Background: an optimization exercise with open tools, aiming at small area. Do not read the settings as production practice.
In this exercise RTL edits were held to simulation tests only and were not proved equivalent to the original.
Power figures rest on the tool's default switching activity, not on a simulated workload. No driver is modelled on the clock port, so clocking that relies on it looks cheaper here than on a real chip.

v26:
## mem_xlate_top
module mem_xlate_top
#(
    parameter int TLB_ENTRIES = 8,
    localparam int IDX_W = $clog2(TLB_ENTRIES)
) (
    input  logic             clk,
    input  logic             rst,
    input  logic             flush,
    input  logic             req_valid,
    input  logic [3:0]       req_op,         
    input  logic [31:0]      req_vaddr,
    input  logic [31:0]      req_rt_data,
    input  logic             tlb_we,
    input  logic [IDX_W-1:0] tlb_idx,
    input  logic [41:0]      tlb_wentry,     
    output logic             out_valid,
    output logic [31:0]      out_paddr,
    output logic             out_uncached,
    output logic [3:0]       out_wstrb,
    output logic [31:0]      out_wdata,
    output logic             out_exc,
    output logic [4:0]       out_exc_code,
    output logic             out_refill,
    output logic [31:0]      out_badvaddr
);
==> flow/config.mk <==
export PLATFORM = sky130hd
export DESIGN_NAME = mem_xlate_top
export DESIGN_NICKNAME = mem_xlate_top
export VERILOG_FILES = /design/flow/design.v
export SDC_FILE = /design/flow/constraint.sdc
export NUM_CORES = 4
export LEC_CHECK = 0
export CAP_MARGIN = 20
export CORE_MARGIN = 2
export CORE_UTILIZATION = 65
export SLEW_MARGIN = 20
==> flow/constraint.sdc <==
create_clock -name core_clock -period 5.5 [get_ports {clk}]
set_input_delay 1.1000 -clock core_clock [delete_from_list [all_inputs] [get_ports {clk}]]
set_output_delay 1.1000 -clock core_clock [all_outputs]
set_load 0.01 [all_outputs]
standard.sh (not shown) runs the stock make flow with config.mk's settings and CLKGATE_MAP_FILE= SYNTH_SCRIPT=/design/flow/synth_recipe.tcl, a recipe that flattens the netlist after the stock synthesis.
==> flow/flow/run.sh <==
#!/bin/bash
# Own layout flow: the standard ORFS flow (standard.sh) with these changes
#  - synthesis: synth_recipe.tcl unchanged, but ABC maps the logic with an
#    area-recovering script (flow/synth_area.tcl, flow/abc_area.script);
#  - floorplan: the synthesis buffers are removed and every cell is set to
#    its smallest drive (flow/downsize.tcl); repair steps size up as needed;
#  - port buffers are sky130_fd_sc_hd__buf_1;
#  - clock tree: larger sink clusters, no dummy loads (flow/knobs.sh).
# Each ORFS step keeps its own log under orfs/logs/; make's output goes to
# flow_make.log here.
set -euo pipefail
here=$(pwd)
source "$here/flow/knobs.sh"
bash standard.sh \
  "SYNTH_SCRIPT=$here/flow/synth_area.tcl" \
  "FLOW_SYNTH_TCL=$here/synth_recipe.tcl" \
  "BUFFER_PORTS_ARGS=-buffer_cell sky130_fd_sc_hd__buf_1" \
  "REMOVE_ABC_BUFFERS=1" \
  "POST_FLOORPLAN_TCL=$here/flow/downsize.tcl" \
  "CTS_ARGS=$CTS_ARGS" \
  "${EXTRA[@]}" \
  finish > flow_make.log 2>&1
==> flow/flow/abc_area.script <==
&get -n
&st
&dch
&nf -R 1000
&put
==> flow/flow/knobs.sh <==
CTS_ARGS="-sink_clustering_enable -repair_clock_nets -dont_use_dummy_load -sink_clustering_size 35 -sink_clustering_max_diameter 90"
EXTRA=("POST_GLOBAL_PLACE_TCL=$here/flow/downsize.tcl")
Other scripts of this flow, unchanged in this note and not shown: flow/flow/downsize.tcl, flow/flow/synth_area.tcl
v26 completed; timing, DRC and antenna clean
Setup changes, v26 to v49
# v26
export LEC_CHECK = 0
export CAP_MARGIN = 20
export CORE_MARGIN = 2
export CORE_UTILIZATION = 65
export SLEW_MARGIN = 20
create_clock -name core_clock -period 5.5 [get_ports {clk}]
# v49
export LEC_CHECK = 0
export CAP_MARGIN = 5
export CORE_MARGIN = 2
export CORE_UTILIZATION = 75
export SLEW_MARGIN = 5
create_clock -name core_clock -period 5.5 [get_ports {clk}]
==> flow/flow/knobs.sh <==
CTS_ARGS="-sink_clustering_enable -repair_clock_nets -dont_use_dummy_load -sink_clustering_size 30 -sink_clustering_max_diameter 100"
EXTRA=("POST_GLOBAL_PLACE_TCL=$here/flow/downsize.tcl")
==> comparison <==
- Taking v26 as the reference, in v49 non-clock buffer count went down, largest driver fanout on the critical path has increased, sequential power held steady, cell area held, post-synth design cell area barely changed.
- v49 contains more vias than v26.
Relative to v49, the following input files were edited for v27:
# v49
export LEC_CHECK = 0
export CAP_MARGIN = 5
export CORE_MARGIN = 2
export CORE_UTILIZATION = 75
export SLEW_MARGIN = 5
create_clock -name core_clock -period 5.5 [get_ports {clk}]
# v27
export LEC_CHECK = 0
export CAP_MARGIN = 20
export CORE_MARGIN = 2
export CORE_UTILIZATION = 75
export SLEW_MARGIN = 20
create_clock -name core_clock -period 5.5 [get_ports {clk}]
==> flow/flow/abc_area.script <==
&get -n
&st
&dch
&nf -R 1000 -p -C 32 -F 8
&put
==> flow/flow/knobs.sh <==
CTS_ARGS="-sink_clustering_enable -repair_clock_nets -dont_use_dummy_load -sink_clustering_size 35 -sink_clustering_max_diameter 90"
EXTRA=("POST_GLOBAL_PLACE_TCL=$here/flow/downsize.tcl")
### Flow results
v49 closes out successfully: all stages finished, all timing, DRC and antenna checks passed. v27: all stages complete, timing, DRC and antenna checks passed. Per the comparison of v27 with v49, worst-case register-to-register setup slack -0.10 ns, final non-filler cell area moved down, core area decreased 1.7%, achievable clock frequency decreased by about 1.1% relative to the old numbers. Summary of v27 over v49: cell count after placement moved down; later-pin clock latency in the skew report level; wire length reported by the detailed router moved up; clock-buffer cell count moved down. Looking at launching instance or port of the critical path, the req_vaddr[17] result is from v27; the req_vaddr[27] one comes from v49.
## Diff of input files: v36 against v27
# v27
export LEC_CHECK = 0
export CAP_MARGIN = 20
export CORE_MARGIN = 2
export CORE_UTILIZATION = 75
export SLEW_MARGIN = 20
create_clock -name core_clock -period 5.5 [get_ports {clk}]
# v36
export LEC_CHECK = 0
export CAP_MARGIN = 20
export CORE_MARGIN = 2
export CORE_UTILIZATION = 70
export SLEW_MARGIN = 20
create_clock -name core_clock -period 5.5 [get_ports {clk}]
==> flow/flow/abc_area.script <==
&get -n
&st
&dch
&nf -R 1000
&put
### Flow results
- v36 vs. v27: actual transition at the worst max-transition pin went up by 0.038 ns; die area went up by about 7%; sequential area share after synthesis was more or less identical.
- ~same final design instance area without fill in v36 and v27
- Power: v36 draws less than v27
Inputs modified between v36 and v37:
# v36
export LEC_CHECK = 0
export CAP_MARGIN = 20
export CORE_MARGIN = 2
export CORE_UTILIZATION = 70
export SLEW_MARGIN = 20
create_clock -name core_clock -period 5.5 [get_ports {clk}]
# v37
export LEC_CHECK = 0
export CAP_MARGIN = 20
export CORE_MARGIN = 2
export CORE_UTILIZATION = 65
export SLEW_MARGIN = 20
create_clock -name core_clock -period 5.5 [get_ports {clk}]
==> flow/flow/knobs.sh <==
CTS_ARGS="-sink_clustering_enable -repair_clock_nets -dont_use_dummy_load -sink_clustering_size 30 -sink_clustering_max_diameter 100"
EXTRA=("POST_GLOBAL_PLACE_TCL=$here/flow/downsize.tcl")
--- outcome ---
- No run among v36 and v37 stopped early or left any final violation; all are clean.
- Delta (v37 minus v36): final cell area excluding filler cells higher; final-layout fill cell count rose 299; number of cells on the worst reg-to-reg path rose by 2.
- Part of the total power dissipated in combinational logic of v36 is on par with v37.
- Slowest cell on the critical path: nor2b_1 -> v37, nor3_1 -> v36

## afterwards: timing with drivers on the ports
No port has a modelled driver above. Below, the same layouts with a new extraction and two added sets of constraints. Step 1: set_driving_cell puts a clkbuf_16 on clk and a buf_2 on each other input, an assumption about the parent block. Step 2 also shifts input and output timing later by t, the mid clock arrival at the registers, as if the neighbouring blocks saw the same clock. a / b / c = ideal ports / drivers / drivers and shift; a / b = the first two.
run	shift t [ns]	setup slack, ns	worst setup path at the end	latest minus earliest clock arrival (ns)	worst slew at a driven data input, ns
v26	0.580	0.267 / 0.299 / -0.280	input to register	0.035 / 0.035	0.08
v49	0.581	0.217 / 0.243 / -0.338	input to register	0.065 / 0.066	0.07
v27	0.582	0.157 / 0.177 / -0.405	input to register	0.026 / 0.026	0.10
v36	0.577	0.184 / 0.205 / -0.372	input to register	0.052 / 0.052	0.06
v37	0.595	0.289 / 0.317 / -0.278	input to register	0.053 / 0.052	0.08
With both steps, setup timing fails in every run listed, where it was met with ideal ports. For v37, which loses most, drivers alone change the setup slack by +0.028 ns; drivers and shift together by -0.567 ns.
